From an optimization exercise on the open Yosys and OpenROAD flow, aimed at a short achievable clock period and few clock cycles; shortcuts taken in it are not production practice. No run shown here included a check of the RTL's function; only the layout flow was run. Power is estimated from default activity; no workload was simulated.

==> flow/design.v <==
`default_nettype none
module qsim_csa #(
  parameter int W = 30
) (
  input  logic [W-1:0] x,
  input  logic [W-1:0] y,
  input  logic [W-1:0] z,
  output logic [W-1:0] s,
  output logic [W-1:0] c
);
  logic [W-1:0] maj;
  assign s   = x ^ y ^ z;
  assign maj = (x & y) | (x & z) | (y & z);
  assign c   = {maj[W-2:0], 1'b0};
endmodule
module qsim_bmul (
  input  logic        clk,
  input  logic [15:0] a,
  input  logic [15:0] b,
  output logic [15:0] hs,
  output logic [15:0] hc,
  output logic        cl
);
  localparam int W = 30;
  logic [16:0]  bx;
  logic [17:0]  a1;
  logic [17:0]  a2;
  logic [W-1:0] v [9];
  logic [W-1:0] l1 [6];
  logic [W-1:0] l2 [4];
  logic [W-1:0] l3 [3];
  logic [W-1:0] r  [3];
  logic [W-1:0] fs;
  logic [W-1:0] fc;
  logic [14:0]  lo;
  assign bx = {b, 1'b0};
  assign a1 = {{2{a[15]}}, a};
  assign a2 = {a[15], a, 1'b0};
  logic [7:0] neg;
  for (genvar k = 0; k < 8; k++) begin : g_pp
    logic        one;
    logic        two;
    logic [17:0] mag;
    logic [17:0] row;
    assign one    = bx[2*k+1] ^ bx[2*k];
    assign two    = (bx[2*k+2] ^ bx[2*k+1]) & ~one;
    assign neg[k] = bx[2*k+2];
    assign mag    = ({18{one}} & a1) | ({18{two}} & a2);
    assign row    = mag ^ {18{neg[k]}};
    assign v[k]   = W'({{(W-18){row[17]}}, row} << (2*k));
  end
  assign v[8] = W'({neg[7], 1'b0, neg[6], 1'b0, neg[5], 1'b0, neg[4], 1'b0,
                    neg[3], 1'b0, neg[2], 1'b0, neg[1], 1'b0, neg[0]});
  qsim_csa #(W) u_c10 (.x(v[0]),  .y(v[1]),  .z(v[2]),  .s(l1[0]), .c(l1[1]));
  qsim_csa #(W) u_c11 (.x(v[3]),  .y(v[4]),  .z(v[5]),  .s(l1[2]), .c(l1[3]));
  qsim_csa #(W) u_c12 (.x(v[6]),  .y(v[7]),  .z(v[8]),  .s(l1[4]), .c(l1[5]));
  qsim_csa #(W) u_c20 (.x(l1[0]), .y(l1[1]), .z(l1[2]), .s(l2[0]), .c(l2[1]));
  qsim_csa #(W) u_c21 (.x(l1[3]), .y(l1[4]), .z(l1[5]), .s(l2[2]), .c(l2[3]));
  qsim_csa #(W) u_c30 (.x(l2[0]), .y(l2[1]), .z(l2[2]), .s(l3[0]), .c(l3[1]));
  assign l3[2] = l2[3];
  always_ff @(posedge clk) begin
    r[0] <= l3[0];
    r[1] <= l3[1];
    r[2] <= l3[2];
  end
  qsim_csa #(W) u_c40 (.x(r[0]), .y(r[1]), .z(r[2]), .s(fs), .c(fc));
  assign lo = {1'b0, fs[13:0]} + {1'b0, fc[13:0]};
  assign hs = fs[29:14];
  assign hc = fc[29:14];
  assign cl = lo[14];
endmodule
module qsim_cmac (
  input  logic                    clk,
  input  logic [32-1:0] gate_data,
  input  logic [32-1:0] input_data,
  input  logic [32-1:0] scratch_data,
  input  logic                    state_sel,
  input  logic                    fwd,
  input  logic [32-1:0] fwd_data,
  output logic [16-1:0]  re_s,
  output logic [16-1:0]  re_c,
  output logic [1:0]              re_k,
  output logic [16-1:0]  im_s,
  output logic [16-1:0]  im_c,
  output logic [1:0]              im_k
);
  localparam int AW = 16;
  logic [32-1:0] g_q;
  logic [32-1:0] s_q;
  logic [AW-1:0] rr_s, rr_c, ii_s, ii_c, ri_s, ri_c, ir_s, ir_c;
  logic          rr_l, ii_l, ri_l, ir_l;
  logic [AW-1:0] re1_s, re1_c, im1_s, im1_c;
  logic [AW-1:0] re2_s, re2_c, im2_s, im2_c;
  always_ff @(posedge clk) begin
    g_q <= gate_data;
    s_q <= fwd ? fwd_data : state_sel ? scratch_data : input_data;
  end
  qsim_bmul u_rr (.clk(clk), .a(s_q[31:16]), .b(g_q[31:16]), .hs(rr_s), .hc(rr_c), .cl(rr_l));
  qsim_bmul u_ii (.clk(clk), .a(s_q[15:0]),  .b(g_q[15:0]),  .hs(ii_s), .hc(ii_c), .cl(ii_l));
  qsim_bmul u_ri (.clk(clk), .a(s_q[15:0]),  .b(g_q[31:16]), .hs(ri_s), .hc(ri_c), .cl(ri_l));
  qsim_bmul u_ir (.clk(clk), .a(s_q[31:16]), .b(g_q[15:0]),  .hs(ir_s), .hc(ir_c), .cl(ir_l));
  qsim_csa #(AW) u_re1 (.x(rr_s),  .y(rr_c),  .z(~ii_s), .s(re1_s), .c(re1_c));
  qsim_csa #(AW) u_re2 (.x(re1_s), .y(re1_c), .z(~ii_c), .s(re2_s), .c(re2_c));
  qsim_csa #(AW) u_im1 (.x(ri_s),  .y(ri_c),  .z(ir_s),  .s(im1_s), .c(im1_c));
  qsim_csa #(AW) u_im2 (.x(im1_s), .y(im1_c), .z(ir_c),  .s(im2_s), .c(im2_c));
  always_ff @(posedge clk) begin
    re_s <= re2_s;
    re_c <= re2_c;
    re_k <= 2'd2 + {1'b0, rr_l} - {1'b0, ii_l};
    im_s <= im2_s;
    im_c <= im2_c;
    im_k <= {1'b0, ri_l} + {1'b0, ir_l};
  end
endmodule
`default_nettype wire
`default_nettype none
module qsim_top (
  input  logic                    clk,
  input  logic                    reset_n,
  input  logic                    dut_valid,
  output logic                    dut_ready,
  output logic [16-1:0] input_rd_addr,
  output logic                    input_wr_en,
  output logic [16-1:0] input_wr_addr,
  output logic [32-1:0] input_wr_data,
  input  logic [32-1:0] input_rd_data,
  output logic [16-1:0] scratch_rd_addr,
  output logic                    scratch_wr_en,
  output logic [16-1:0] scratch_wr_addr,
  output logic [32-1:0] scratch_wr_data,
  input  logic [32-1:0] scratch_rd_data,
  output logic [16-1:0] gates_rd_addr,
  input  logic [32-1:0] gates_rd_data,
  output logic                    out_wr_en,
  output logic [16-1:0] out_wr_addr,
  output logic [32-1:0] out_wr_data
);
  localparam int RAW_GAP = 4;
  localparam int AW      = 16;
  logic ready_q;
  logic busy;
  logic done_wb;
  logic accept;
  assign dut_ready = ready_q;
  assign accept    = dut_valid & ready_q;
  always_ff @(posedge clk) begin
    if (!reset_n) begin
      ready_q <= 1'b0;
      busy    <= 1'b0;
    end else if (accept) begin
      ready_q <= 1'b0;
      busy    <= 1'b1;
    end else if (done_wb) begin
      ready_q <= 1'b1;
      busy    <= 1'b0;
    end else begin
      ready_q <= ~busy;
    end
  end
  logic        first;
  logic [2:0]  q_reg;
  logic [15:0] m_reg;
  logic [15:0] mm1_reg;
  logic [3:0]  mask_reg;
  logic [2:0]  stall_reg;
  logic        hdr_q0;
  assign hdr_q0 = (input_rd_data[18:16] == 3'd0);
  always_ff @(posedge clk) begin
    if (first) begin
      q_reg    <= input_rd_data[18:16];
      m_reg    <= input_rd_data[15:0];
      mm1_reg  <= input_rd_data[15:0] - 16'd1;
      mask_reg <= 4'((5'd1 << input_rd_data[18:16]) - 5'd1);
      case (input_rd_data[18:16])
        3'd0:    stall_reg <= 3'((RAW_GAP > 1)  ? RAW_GAP - 1  : 0);
        3'd1:    stall_reg <= 3'((RAW_GAP > 2)  ? RAW_GAP - 2  : 0);
        3'd2:    stall_reg <= 3'((RAW_GAP > 4)  ? RAW_GAP - 4  : 0);
        3'd3:    stall_reg <= 3'((RAW_GAP > 8)  ? RAW_GAP - 8  : 0);
        default: stall_reg <= 3'((RAW_GAP > 16) ? RAW_GAP - 16 : 0);
      endcase
    end
  end
  logic        iss;
  logic [15:0] ga;
  logic [3:0]  jc;
  logic [4:0]  ja;
  logic [3:0]  ic;
  logic [15:0] kc;
  logic [2:0]  st;
  logic        row_end;
  logic        pass_end;
  logic        stop;
  logic        iv;
  assign row_end  = first ? hdr_q0 : (jc == mask_reg);
  assign pass_end = first ? hdr_q0 : ((jc == mask_reg) && (ic == mask_reg));
  assign stop     = ~first & ((m_reg == 16'd0) | (kc == m_reg));
  assign iv       = iss & (st == 3'd0) & ~stop;
  always_ff @(posedge clk) begin
    if (!reset_n) begin
      iss   <= 1'b0;
      first <= 1'b0;
      ga    <= '0;
      jc    <= '0;
      ja    <= '0;
      ic    <= '0;
      kc    <= '0;
      st    <= '0;
    end else if (accept) begin
      iss   <= 1'b1;
      first <= 1'b1;
      ga    <= '0;
      jc    <= '0;
      ja    <= 5'd1;
      ic    <= '0;
      kc    <= '0;
      st    <= '0;
    end else if (iss) begin
      first <= 1'b0;
      if (stop) begin
        iss <= 1'b0;
        ga  <= '0;
        jc  <= '0;
        ja  <= '0;
      end else if (st != 3'd0) begin
        st <= st - 3'd1;
      end else begin
        ga <= ga + 16'd1;
        if (row_end) begin
          jc <= '0;
          ja <= 5'd1;
          if (pass_end) begin
            ic <= '0;
            kc <= kc + 16'd1;
            st <= first ? 3'((RAW_GAP > 1) ? RAW_GAP - 1 : 0) : stall_reg;
          end else begin
            ic <= ic + 4'd1;
          end
        end else begin
          jc <= jc + 4'd1;
          ja <= ja + 5'd1;
        end
      end
    end
  end
  assign gates_rd_addr   = ga;
  assign input_rd_addr   = {11'd0, ja};
  assign scratch_rd_addr = {12'd0, jc};
  logic        t1_v, t1_first, t1_j0, t1_jl, t1_pe, t1_par;
  logic [3:0]  t1_i;
  logic [3:0]  t1_j;
  logic [15:0] t1_k;
  logic [9:0]  t2, t3, t4;
  logic        t1_kill;
  logic        t1_last;
  always_ff @(posedge clk) begin
    if (!reset_n) begin
      t1_v     <= 1'b0;
      t1_first <= 1'b0;
    end else begin
      t1_v     <= iv;
      t1_first <= first;
    end
    t1_j0  <= (jc == 4'd0);
    t1_jl  <= row_end;
    t1_pe  <= pass_end;
    t1_par <= kc[0];
    t1_i   <= ic;
    t1_j   <= jc;
    t1_k   <= kc;
  end
  assign t1_kill = t1_first & (m_reg == 16'd0);
  assign t1_last = t1_pe & (t1_k == mm1_reg);
  always_ff @(posedge clk) begin
    if (!reset_n) begin
      t2 <= '0;
      t3 <= '0;
      t4 <= '0;
    end else begin
      t2 <= {t1_v & ~t1_kill, t1_j0, t1_jl, t1_par, t1_last,
             (t1_v & ~t1_kill & t1_last) | t1_kill, t1_i};
      t3 <= t2;
      t4 <= t3;
    end
  end
  logic [AW-1:0] re_s, re_c, im_s, im_c;
  logic [1:0]    re_k, im_k;
  logic          fwd;
  logic          we_out_d;
  logic          wd_par;
  logic [31:0]   wd;
  logic [3:0]    wa;
  assign fwd = (we_out | we_out_d) & (wa == t1_j) & (wd_par != t1_par);
  qsim_cmac u_cmac (
    .clk          (clk),
    .gate_data    (gates_rd_data),
    .input_data   (input_rd_data),
    .scratch_data (scratch_rd_data),
    .state_sel    (t1_par),
    .fwd          (fwd),
    .fwd_data     (wd),
    .re_s         (re_s),
    .re_c         (re_c),
    .re_k         (re_k),
    .im_s         (im_s),
    .im_c         (im_c),
    .im_k         (im_k)
  );
  logic          ta_v, ta_j0, ta_jl, ta_par, ta_done;
  logic [3:0]    ta_i;
  logic [AW-1:0] acc_re, acc_im;
  logic [AW-1:0] sum_re, sum_im;
  logic [AW-1:0] base_re, base_im;
  logic          we_out, we_scr, we_in;
  logic [4:0]    wai;
  assign ta_v    = t4[9];
  assign ta_j0   = t4[8];
  assign ta_jl   = t4[7];
  assign ta_par  = t4[6];
  assign ta_done = t4[4];
  assign ta_i    = t4[3:0];
  assign base_re = ta_j0 ? '0 : acc_re;
  assign base_im = ta_j0 ? '0 : acc_im;
  assign sum_re  = base_re + re_s + re_c + {14'd0, re_k};
  assign sum_im  = base_im + im_s + im_c + {14'd0, im_k};
  always_ff @(posedge clk) begin
    if (ta_v) begin
      acc_re <= sum_re;
      acc_im <= sum_im;
    end
    if (ta_v & ta_jl) begin
      wd  <= {sum_re, sum_im};
      wa  <= ta_i;
      wd_par <= ta_par;
      wai <= {1'b0, ta_i} + 5'd1;
    end
  end
  always_ff @(posedge clk) begin
    if (!reset_n) begin
      we_out  <= 1'b0;
      we_out_d <= 1'b0;
      we_scr  <= 1'b0;
      we_in   <= 1'b0;
      done_wb <= 1'b0;
    end else begin
      we_out  <= ta_v & ta_jl;
      we_out_d <= we_out;
      we_scr  <= ta_v & ta_jl & ~ta_par;
      we_in   <= ta_v & ta_jl & ta_par;
      done_wb <= ta_done;
    end
  end
  assign out_wr_en       = we_out;
  assign out_wr_addr     = {12'd0, wa};
  assign out_wr_data     = wd;
  assign scratch_wr_en   = we_scr;
  assign scratch_wr_addr = {12'd0, wa};
  assign scratch_wr_data = wd;
  assign input_wr_en     = we_in;
  assign input_wr_addr   = {11'd0, wai};
  assign input_wr_data   = wd;
endmodule
`default_nettype wire
==> flow/run.sh <==
#!/bin/bash
# synth_recipe.tcl (not shown) runs the flow's synth.tcl, then flattens the netlist and writes it again
# the make line also repeats each setting of config.mk as NAME=value (left out here)
make -C /OpenROAD-flow-scripts/flow DESIGN_CONFIG=/design/flow/config.mk WORK_HOME=/design/flow/orfs CLKGATE_MAP_FILE= SYNTH_SCRIPT=/design/flow/synth_recipe.tcl finish
==> flow/config.mk <==
export PLATFORM = sky130hd
export DESIGN_NAME = qsim_top
export DESIGN_NICKNAME = qsim_top
export VERILOG_FILES = /design/flow/design.v
export SDC_FILE = /design/flow/constraint.sdc
export NUM_CORES = 4
export LEC_CHECK = 0
export ABC_CLOCK_PERIOD_IN_PS = 2000
export CAP_MARGIN = 20
export CORE_MARGIN = 2
export CORE_UTILIZATION = 40
export SETUP_SLACK_MARGIN = 5
export SLEW_MARGIN = 20
==> flow/constraint.sdc <==
create_clock -name core_clock -period 7.5 [get_ports {clk}]
set_input_delay 1.5000 -clock core_clock [delete_from_list [all_inputs] [get_ports {clk}]]
set_output_delay 1.5000 -clock core_clock [all_outputs]
set_load 0.01 [all_outputs]
==> results.json, run 1 <==
{
  "dp_hpwl_microns": 107000,
  "cts_root_buf": "clkbuf_16",
  "period_minus_slack_ns": 3.30,
  "fin_cells": 8072,
  "status": "finished clean",
  "leakagePower_nw": 28.9,
  "synth_largest_area_cell": "dfxtp_1",
  "cts-buffers-inserted": 78,
  "synth_top_area_share_pct": 20.9,
  "cp_cell_sequence": "buf_12, clkinvlp_4, buf_8, o21ai_1, nand2_1, a21oi_1, a211oi_2, buf_4, xnor2_4, fa_1, inv_2, ha_4, xor2_4, xnor2_2, xnor2_1, xnor2_1",
  "ctsHtreeMaxLevel": 3,
  "placed_cells": 7287,
  "fin_crit_sh_pct": 44.0,
  "areaGrowthSynthToFinish_pct": 36.4,
  "finalSetupViolCount": 0,
  "syn-cell-area_sq_um": 51600,
  "slew_violations": 0,
  "required_ns": 8.10,
  "die_x_microns": 363,
  "slew_headroom_pct": 42.4,
  "ys_types": 70,
  "highest_layer": "met5",
  "power.total_mw": 22.8,
  "critPathTopFamily": "adder cells",
  "clock_latency_ns": 0.72,
  "rsz0062_at_grt": "yes",
  "fp.dieArea_sq_um": 132000,
  "ys_seq_area_share_pct": 27.4,
  "wirelength_microns": 202000,
  "synth.most_common_cell": "nand2_1",
  "crit_arrival_ns": 3.91,
  "met1_length_microns": 75000,
  "vdd_ir_drop_max_v": 0.000319,
  "path_max_fanout": 16,
  "slowest_stage": "fa_1",
  "initial_core_util_pct": 40.4,
  "met2_length_microns": 89700,
  "clockBufferDepth": 3,
  "worst-setup-path-type": "reg2reg",
  "port_buffers": 236,
  "met3_length_microns": 22100,
  "drive_above_1_share_pct": 30.7,
  "reg2reg_setup_slack_ns": 4.20,
  "grt_overflow_total": 0,
  "antenna_found_initial": 2,
  "cts_tree": "built",
  "hold_path.class": "reg2reg",
  "setup-tns-final_ns": 0,
  "cts_sinks": 651,
  "core_sq_um": 128000,
  "die_h_microns": 363,
  "vias_per_cell": 5.96,
  "worst-slew-pin-transition_ns": 0.856,
  "cap_violations": 0,
  "avgRoutedWirePerCell_microns": 25.1,
  "synth.area.top_cells": "dfxtp_1, fa_1, edfxtp_1, ha_1, nand2_1",
  "finalWeightedCongestion": 0.874,
  "grt_pass1_wl_microns": 292000,
  "finClkSkew_ns": 0.0638,
  "drc_errors": 0,
  "dr.pass1.iters": 10,
  "multi_input_area_sq_um": 38200,
  "async_flop_share_pct": 0,
  "drt_iter0_markers": 5729,
  "seq_area_sq_um": 14400,
  "syn_inst": 5944,
  "layout.nets": 7177,
  "synthTopCellsByCount": "nand2_1, dfxtp_1, a21oi_1, fa_1, clkbuf_1",
  "vias": 48100,
  "max_freq_ghz": 0.303,
  "ioPinCount": 295,
  "synth_edf_count": 112,
  "synth-seq-cells": 651,
  "hold_viol": 0,
  "p_per_area_nw_per_um2": 324,
  "yosysWarnings": 11,
  "row_count": 131,
  "antenna_left": 0,
  "track_usage_pct": 29.2,
  "hold_buffers": 0,
  "num-fill-cells": 10700,
  "slowest_delay_ns": 0.60,
  "clk_pin_slew_ns": 0.08,
  "ys.flop_type": "dfxtp_1",
  "grt_max_degree": 73,
  "crit_buf_inv": 5,
  "crit_path_start_kind": "register",
  "end_kind": "register",
  "grt_pass1_vias": 46900,
  "synth.avg_cell_area_sq_um": 8.68,
  "cpMostUsedCell": "xnor2_1"
}
[area by class of cell]
class | count | area share (%)
Multi-Input combinational cell | 4237 | 54.3
Clock buffer | 105 | 3.16
Tap cell | 1662 | 2.96
Inverter | 444 | 2.46
Clock inverter | 36 | 0.775
Timing Repair inverter | 1 | 0.0124
Antenna cell | 3 | 0.0107
Sequential cell | 651 | 20.5
Timing Repair Buffer | 933 | 15.8
[what timing repair did]
action	in CTS	in global routing
setup endpoints to repair	566	454
resized for setup	1422	506
pin swaps	197	243
gates cloned	88	9
buffers inserted	411	133
[path summary, 6_finish.rpt]
check,startpoint,to,cells past startpoint
max,u_cmac.s_q[15]$_DFF_P_,u_cmac.u_ii.r[0][29]$_DFF_P_,16
min,kc[4]$_SDFFE_PP0P_,t1_k[4]$_DFF_P_,0
max reg2reg,u_cmac.s_q[15]$_DFF_P_,u_cmac.u_ii.r[0][29]$_DFF_P_,16
min reg2reg,kc[4]$_SDFFE_PP0P_,t1_k[4]$_DFF_P_,0
[cell families (layout without fill, tap and decap cells)]
| logic type | Yosys count | count (layout) | share of synthesized area [%] |
|---|---|---|---|
| buffers and inverters | 1151 | 1519 | 9.32 |
| and+or+nand+nor | 1465 | 1502 | 12.1 |
| adders and majority gates | 826 | 826 | 26.9 |
| DFF | 651 | 651 | 27.4 |
| xor gates and xnor gates | 252 | 252 | 4.28 |
| muxes | 81 | 81 | 1.58 |
| other | 1 | 61 | 0.00727 |
| AOI/OAI and AO/OA | 1517 | 1518 | 18.4 |
[metrics by stage]
step	setup slack [ns]	hold slack, ns	instance area [sq um]	utilization [%]
finish	4.20	0.417	70400	55.1
global route	4.12	0.420	70300	55.1
CTS	4.16	0.415	67100	52.6
detailed placement	3.12	0.405	55600	43.6
global placement	3.19	0.398	55600	43.6
floorplan	4.27	0.374	55300	-
[worst reg2reg max path, stage by stage, from the launching register on]
cell        delay (ns)
dfxtp_4           0.36
buf_12            0.13
clkinvlp_4        0.13
buf_8             0.18
o21ai_1           0.16
nand2_1           0.08
a21oi_1           0.18
a211oi_2          0.07
buf_4             0.18
xnor2_4           0.15
fa_1              0.60
inv_2             0.07
ha_4              0.29
xor2_4            0.16
xnor2_2           0.08
xnor2_1           0.21
xnor2_1           0.14
[metal layers]
| metal | global-route usage (%) | vias to the layer above |
|---|---|---|
| met2 | 45.7 | 3059 |
| li1 | - | 20800 |
| met5 | 0 | - |
| met3 | 7.34 | 961 |
| met1 | 36.1 | 23300 |
| met4 | 17.9 | 2 |
[layout by cell type, fill, tap and decap left out, types with 43 or more instances in the layout]
| cell | count |
|---|---|
| a21oi_1 | 441 |
| a21oi_2 | 53 |
| a221oi_1 | 61 |
| a221oi_2 | 67 |
| a22oi_1 | 132 |
| a22oi_2 | 66 |
| and2_4 | 49 |
| buf_12 | 103 |
| buf_2 | 48 |
| buf_4 | 342 |
| buf_6 | 237 |
| clkbuf_16 | 87 |
| clkdlybuf4s50_1 | 86 |
| conb_1 | 58 |
| dfxtp_1 | 442 |
| dfxtp_2 | 43 |
| dfxtp_4 | 54 |
| edfxtp_1 | 112 |
| fa_1 | 394 |
| fa_2 | 108 |
| ha_1 | 191 |
| inv_1 | 363 |
| inv_2 | 68 |
| maj3_1 | 84 |
| mux2i_1 | 68 |
| nand2_1 | 695 |
| nor2_1 | 370 |
| nor2b_1 | 69 |
| o21ai_0 | 183 |
| o21ai_1 | 92 |
| o21ai_2 | 67 |
| o22ai_1 | 98 |
| xnor2_1 | 117 |
| xor2_1 | 79 |
[power breakdown]
| part | switching [mW] | internal [mW] | total [mW] |
|---|---|---|---|
| clock network | 1.66 | 2.36 | 4.03 |
| logic | 7.15 | 6.08 | 13.2 |
| registers | 0.504 | 5.02 | 5.52 |
==> run 2, diff against run 1 <==
--- a/flow/design.v
+++ b/flow/design.v
@@ -13,16 +13,32 @@
   assign maj = (x & y) | (x & z) | (y & z);
   assign c   = {maj[W-2:0], 1'b0};
 endmodule
+module qsim_benc (
+  input  logic [15:0] b,
+  output logic [7:0]  one,
+  output logic [7:0]  two,
+  output logic [7:0]  neg
+);
+  logic [16:0] bx;
+  assign bx = {b, 1'b0};
+  for (genvar k = 0; k < 8; k++) begin : g_dig
+    assign one[k] = bx[2*k+1] ^ bx[2*k];
+    assign two[k] = (bx[2*k+2] ^ bx[2*k+1]) & ~(bx[2*k+1] ^ bx[2*k]);
+    assign neg[k] = bx[2*k+2];
+  end
+endmodule
 module qsim_bmul (
   input  logic        clk,
   input  logic [15:0] a,
-  input  logic [15:0] b,
+  input  logic [7:0]  one,
+  input  logic [7:0]  two,
+  input  logic [7:0]  neg,
   output logic [15:0] hs,
   output logic [15:0] hc,
   output logic        cl
 );
   localparam int W = 30;
-  logic [16:0]  bx;
+  localparam logic [W-1:0] SIGN_FIX = 30'h15560000;
   logic [17:0]  a1;
   logic [17:0]  a2;
   logic [W-1:0] v [9];
@@ -33,23 +49,15 @@
   logic [W-1:0] fs;
   logic [W-1:0] fc;
   logic [14:0]  lo;
-  assign bx = {b, 1'b0};
   assign a1 = {{2{a[15]}}, a};
   assign a2 = {a[15], a, 1'b0};
-  logic [7:0] neg;
   for (genvar k = 0; k < 8; k++) begin : g_pp
-    logic        one;
-    logic        two;
-    logic [17:0] mag;
     logic [17:0] row;
-    assign one    = bx[2*k+1] ^ bx[2*k];
-    assign two    = (bx[2*k+2] ^ bx[2*k+1]) & ~one;
-    assign neg[k] = bx[2*k+2];
-    assign mag    = ({18{one}} & a1) | ({18{two}} & a2);
-    assign row    = mag ^ {18{neg[k]}};
-    assign v[k]   = W'({{(W-18){row[17]}}, row} << (2*k));
+    assign row  = (({18{one[k]}} & a1) | ({18{two[k]}} & a2)) ^ {18{neg[k]}};
+    assign v[k] = W'({~row[17], row[16:0]} << (2*k));
   end
-  assign v[8] = W'({neg[7], 1'b0, neg[6], 1'b0, neg[5], 1'b0, neg[4], 1'b0,
+  assign v[8] = SIGN_FIX
+              | W'({neg[7], 1'b0, neg[6], 1'b0, neg[5], 1'b0, neg[4], 1'b0,
                     neg[3], 1'b0, neg[2], 1'b0, neg[1], 1'b0, neg[0]});
   qsim_csa #(W) u_c10 (.x(v[0]),  .y(v[1]),  .z(v[2]),  .s(l1[0]), .c(l1[1]));
   qsim_csa #(W) u_c11 (.x(v[3]),  .y(v[4]),  .z(v[5]),  .s(l1[2]), .c(l1[3]));
@@ -85,20 +93,32 @@
   output logic [1:0]              im_k
 );
   localparam int AW = 16;
-  logic [32-1:0] g_q;
+  logic [7:0]              gr_one, gr_two, gr_neg, gi_one, gi_two, gi_neg;
+  logic [7:0]              gr_one_q, gr_two_q, gr_neg_q, gi_one_q, gi_two_q, gi_neg_q;
   logic [32-1:0] s_q;
   logic [AW-1:0] rr_s, rr_c, ii_s, ii_c, ri_s, ri_c, ir_s, ir_c;
   logic          rr_l, ii_l, ri_l, ir_l;
   logic [AW-1:0] re1_s, re1_c, im1_s, im1_c;
   logic [AW-1:0] re2_s, re2_c, im2_s, im2_c;
+  qsim_benc u_enc_r (.b(gate_data[31:16]), .one(gr_one), .two(gr_two), .neg(gr_neg));
+  qsim_benc u_enc_i (.b(gate_data[15:0]),  .one(gi_one), .two(gi_two), .neg(gi_neg));
   always_ff @(posedge clk) begin
-    g_q <= gate_data;
+    gr_one_q <= gr_one;
+    gr_two_q <= gr_two;
+    gr_neg_q <= gr_neg;
+    gi_one_q <= gi_one;
+    gi_two_q <= gi_two;
+    gi_neg_q <= gi_neg;
     s_q <= fwd ? fwd_data : state_sel ? scratch_data : input_data;
   end
-  qsim_bmul u_rr (.clk(clk), .a(s_q[31:16]), .b(g_q[31:16]), .hs(rr_s), .hc(rr_c), .cl(rr_l));
-  qsim_bmul u_ii (.clk(clk), .a(s_q[15:0]),  .b(g_q[15:0]),  .hs(ii_s), .hc(ii_c), .cl(ii_l));
-  qsim_bmul u_ri (.clk(clk), .a(s_q[15:0]),  .b(g_q[31:16]), .hs(ri_s), .hc(ri_c), .cl(ri_l));
-  qsim_bmul u_ir (.clk(clk), .a(s_q[31:16]), .b(g_q[15:0]),  .hs(ir_s), .hc(ir_c), .cl(ir_l));
+  qsim_bmul u_rr (.clk(clk), .a(s_q[31:16]), .one(gr_one_q), .two(gr_two_q), .neg(gr_neg_q),
+                  .hs(rr_s), .hc(rr_c), .cl(rr_l));
+  qsim_bmul u_ii (.clk(clk), .a(s_q[15:0]),  .one(gi_one_q), .two(gi_two_q), .neg(gi_neg_q),
+                  .hs(ii_s), .hc(ii_c), .cl(ii_l));
+  qsim_bmul u_ri (.clk(clk), .a(s_q[15:0]),  .one(gr_one_q), .two(gr_two_q), .neg(gr_neg_q),
+                  .hs(ri_s), .hc(ri_c), .cl(ri_l));
+  qsim_bmul u_ir (.clk(clk), .a(s_q[31:16]), .one(gi_one_q), .two(gi_two_q), .neg(gi_neg_q),
+                  .hs(ir_s), .hc(ir_c), .cl(ir_l));
   qsim_csa #(AW) u_re1 (.x(rr_s),  .y(rr_c),  .z(~ii_s), .s(re1_s), .c(re1_c));
   qsim_csa #(AW) u_re2 (.x(re1_s), .y(re1_c), .z(~ii_c), .s(re2_s), .c(re2_c));
   qsim_csa #(AW) u_im1 (.x(ri_s),  .y(ri_c),  .z(ir_s),  .s(im1_s), .c(im1_c));
==> run 2 against run 1 <==
Die area is 13% lower. Hold slack worse by 0.0083 ns. Clock power up 5.5%. Register-to-register slack better by 0.30 ns. Via count decreased by 28%. Clock-buffer cell count down 3. Synthesized area is 13% lower. Routed wire length shrank 18%. Worst setup slack gained 0.30 ns.
==> results.json, run 2 <==
{
  "vias_per_cell": 5.57,
  "clockBufferDepth": 3,
  "ys_types": 68,
  "port_buffers": 236,
  "hold_viol": 0,
  "core_sq_um": 111000,
  "hold_buffers": 0,
  "slowest_stage": "fa_1",
  "synth_edf_count": 112,
  "ys.flop_type": "dfxtp_1",
  "grt_max_degree": 65,
  "hold_path.class": "reg2reg",
  "path_max_fanout": 8,
  "ys_seq_area_share_pct": 32.2,
  "crit_path_start_kind": "register",
  "final_cell_mix": "inv_1, dfxtp_1, xnor2_1, fa_1, a22oi_2",
  "hold_end": "t1_k[5]$_DFF_P_",
  "syn_inst": 4261,
  "reg2reg_setup_slack_ns": 4.50,
  "synth_compound_area_share_pct": 11.5,
  "dp_hpwl_microns": 81600,
  "finalSetupViolCount": 0,
  "internal_power_mw": 13.4,
  "hold_start": "kc[5]$_SDFFE_PP0P_",
  "combPwrFrac_pct": 56.0,
  "synthMuxAreaShare_pct": 0.985,
  "synth.avg_cell_area_sq_um": 10.5,
  "yosysWarnings": 11,
  "worst-setup-path-type": "reg2reg",
  "wirelength_microns": 167000,
  "ioPinCount": 295,
  "fin_hold_ws_ns": 0.409,
  "synth.area.top_cells": "dfxtp_1, fa_1, xnor2_1, a22oi_1, ha_1",
  "ctsHtreeMaxLevel": 3,
  "synthTopCellsByCount": "inv_1, xnor2_1, dfxtp_1, a22oi_1, fa_1",
  "slew_violations": 0,
  "track_usage_pct": 27.6,
  "grt_overflow_total": 0,
  "holdPathStages": 0,
  "antenna_left": 0,
  "avgRoutedWirePerCell_microns": 26.6,
  "crit_arrival_ns": 3.44,
  "vias": 34800,
  "switching_share_pct": 40.6,
  "rr_endpoint": "wd[15]$_DFFE_PP_",
  "cap_violations": 0,
  "synth_xor_xnor_area_share_pct": 13.6,
  "async_flop_share_pct": 0,
  "synth.most_common_cell": "inv_1",
  "required_ns": 7.94,
  "yosys.area_share.simple_pct": 4.62,
  "dr.pass1.iters": 8,
  "power.total_mw": 22.5,
  "die_h_microns": 338,
  "r2r-start": "t4[8]$_SDFF_PN0_",
  "layout.nets": 5514,
  "cts_tree": "built",
  "finalWeightedCongestion": 0.864,
  "drt_iter0_markers": 3180,
  "grt_pass1_wl_microns": 233000,
  "rsz0062_at_grt": "yes",
  "placed_cells": 5691,
  "areaGrowthSynthToFinish_pct": 36.4,
  "slowest_delay_ns": 0.49,
  "synth_top_area_share_pct": 24.7,
  "synth-seq-cells": 663,
  "status": "finished clean",
  "setup-tns-final_ns": 0,
  "fin_cells": 6258,
  "worst-slew-pin-transition_ns": 1.02,
  "cts-buffers-inserted": 79,
  "startpoint": "t4[8]$_SDFF_PN0_",
  "grt_pass1_vias": 34800,
  "synthAdderAreaFrac_pct": 27.5,
  "cts_sinks": 663,
  "p_seq_share_pct": 25.2,
  "end_kind": "register",
  "p_per_area_nw_per_um2": 369,
  "drc_errors": 0,
  "period_minus_slack_ns": 3.00,
  "slew_headroom_pct": 32.1,
  "clock_latency_ns": 0.69,
  "cts_root_buf": "clkbuf_16",
  "syn-cell-area_sq_um": 44700,
  "p_clk_share_pct": 18.9,
  "clk_pin_slew_ns": 0.06,
  "antenna_found_initial": 6,
  "initial_core_util_pct": 40.3,
  "finClkSkew_ns": 0.0545,
  "leakagePower_nw": 25.6,
  "fp.dieArea_sq_um": 114000,
  "final_common_cell": "inv_1",
  "p_switching_mw": 9.12,
  "fin_crit_sh_pct": 40.1,
  "cp_cell_sequence": "buf_6, nor2b_4, fa_1, ha_4, and3_4, a21bo_4, a31oi_4, a211oi_4, o31ai_2, a21oi_2, xnor2_2",
  "utilization_pct": 55.0,
  "vdd_ir_drop_max_v": 0.000251,
  "reg2reg_depth": 11,
  "synth_top_family_by_area": "adder cells",
  "drive_above_1_share_pct": 34.1,
  "synth_largest_area_cell": "dfxtp_1",
  "row_count": 122,
  "max_freq_ghz": 0.333,
  "die_x_microns": 338
}
run 2: changes by cell type after synthesis, sizes merged, moves of 167 or more:
cell / change
a221oi: -167
a22oi: +284
nor2: -314
o21ai: -282
a21oi: -424
nand2: -642
clkbuf: -212
xnor2: +407
run 2: cell type report:
class,count,area [sq um]
clock inverter,44,718
multi-input combinational,2644,29700
antenna,2,5.00
clock buffer,102,2220
timing repair buffer,724,9540
sequential,663,14700
tap,1488,1860
fill,9129,49800
inverter,591,2230
run 2: kinds of logic after synthesis:
kind of cell,count (synthesis)
xor gates and xnor gates,692
other,1
AOI/OAI and AO/OA,729
DFF,663
muxes,44
and+or+nand+nor,401
adders and majority gates,720
buffers and inverters,1011
run 2: power groups by stage:
stage / Clock (mW) / Combinational, mW / Sequential [mW]
finish: 4.25 / 12.6 / 5.66
global route: 4.44 / 13.8 / 5.75
CTS: 4.30 / 11.2 / 5.64
detailed placement: 0 / 10.0 / 5.74
global placement: 0 / 9.72 / 5.73
floorplan: 0 / 7.11 / 5.57
run 2: routing by layer:
layer	vias up	part of all wire, %	global-route usage [%]
li1	14600	-	-
met1	17300	37	33.5
met2	2131	44	42.4
met3	696	12	9.97
met4	10	7.1	15.2
met5	-	0.094	0.292
run 2: worst max-delay path by stage:
stage / endpoint / cells after the start
2_1_floorplan: acc_re[15]$_DFFE_PP_ / 12
3_3_place_gp: kc[13]$_SDFFE_PP0P_ / 8
3_5_place_dp: kc[13]$_SDFFE_PP0P_ / 8
4_1_cts: wd[15]$_DFFE_PP_ / 11
5_1_grt: acc_re[15]$_DFFE_PP_ / 11
6_report: wd[15]$_DFFE_PP_ / 11
run 2: critical path, delay by kind of cell, from the launching register on:
family | cells | cell delay (ns)
flip-flops | 1 | 0.46
adder cells (fa/ha/maj) | 2 | 0.81
buffers and inverters | 1 | 0.15
AND/OR/NAND/NOR | 2 | 0.24
AO/OA/AOI/OAI | 5 | 0.95
XOR/XNOR | 1 | 0.14
run 2: what timing repair did:
action                                  in CTS  in global routing
buffers inserted                           247                 97
cloned                                      66                  9
pin swaps                                  260                295
resized for setup                         1274                447
endpoints found under the setup margin     456                389
run 2: per-stage QoR:
step / area, sq um / setup slack [ns]
floorplan: 47200 / 4.62
global placement: 48700 / 3.80
detailed placement: 48700 / 3.75
CTS: 58200 / 4.47
global route: 61000 / 4.45
finish: 61000 / 4.50

re-timing with driven ports:
No port has a modelled driver above. Below, the same layouts with a new extraction and two added sets of constraints.
Step 1, drivers: a clkbuf_16 drives clk and a buf_2 each remaining input, both assumed.
Step 2 times the ports against the registers' clock, not the clock port: input delays grow and output delays shrink by t, the midpoint of the rising clock arrivals with the driver on.
a / b / c = ideal / step 1 / step 2; a / b = the first two.
run	t (ns)	setup slack, ns	worst setup path after step 2	clock arrival spread, ns	worst data-port slew with drivers (ns)
run 1	0.772	4.197 / 4.197 / 4.197	register to register	0.075 / 0.075	0.10
run 2	0.731	4.496 / 4.450 / 4.345	input to register	0.056 / 0.056	0.27
After both steps every run listed still meets setup and hold. For run 2, which loses most, drivers alone change the setup slack by -0.046 ns; drivers and shift together by -0.151 ns.
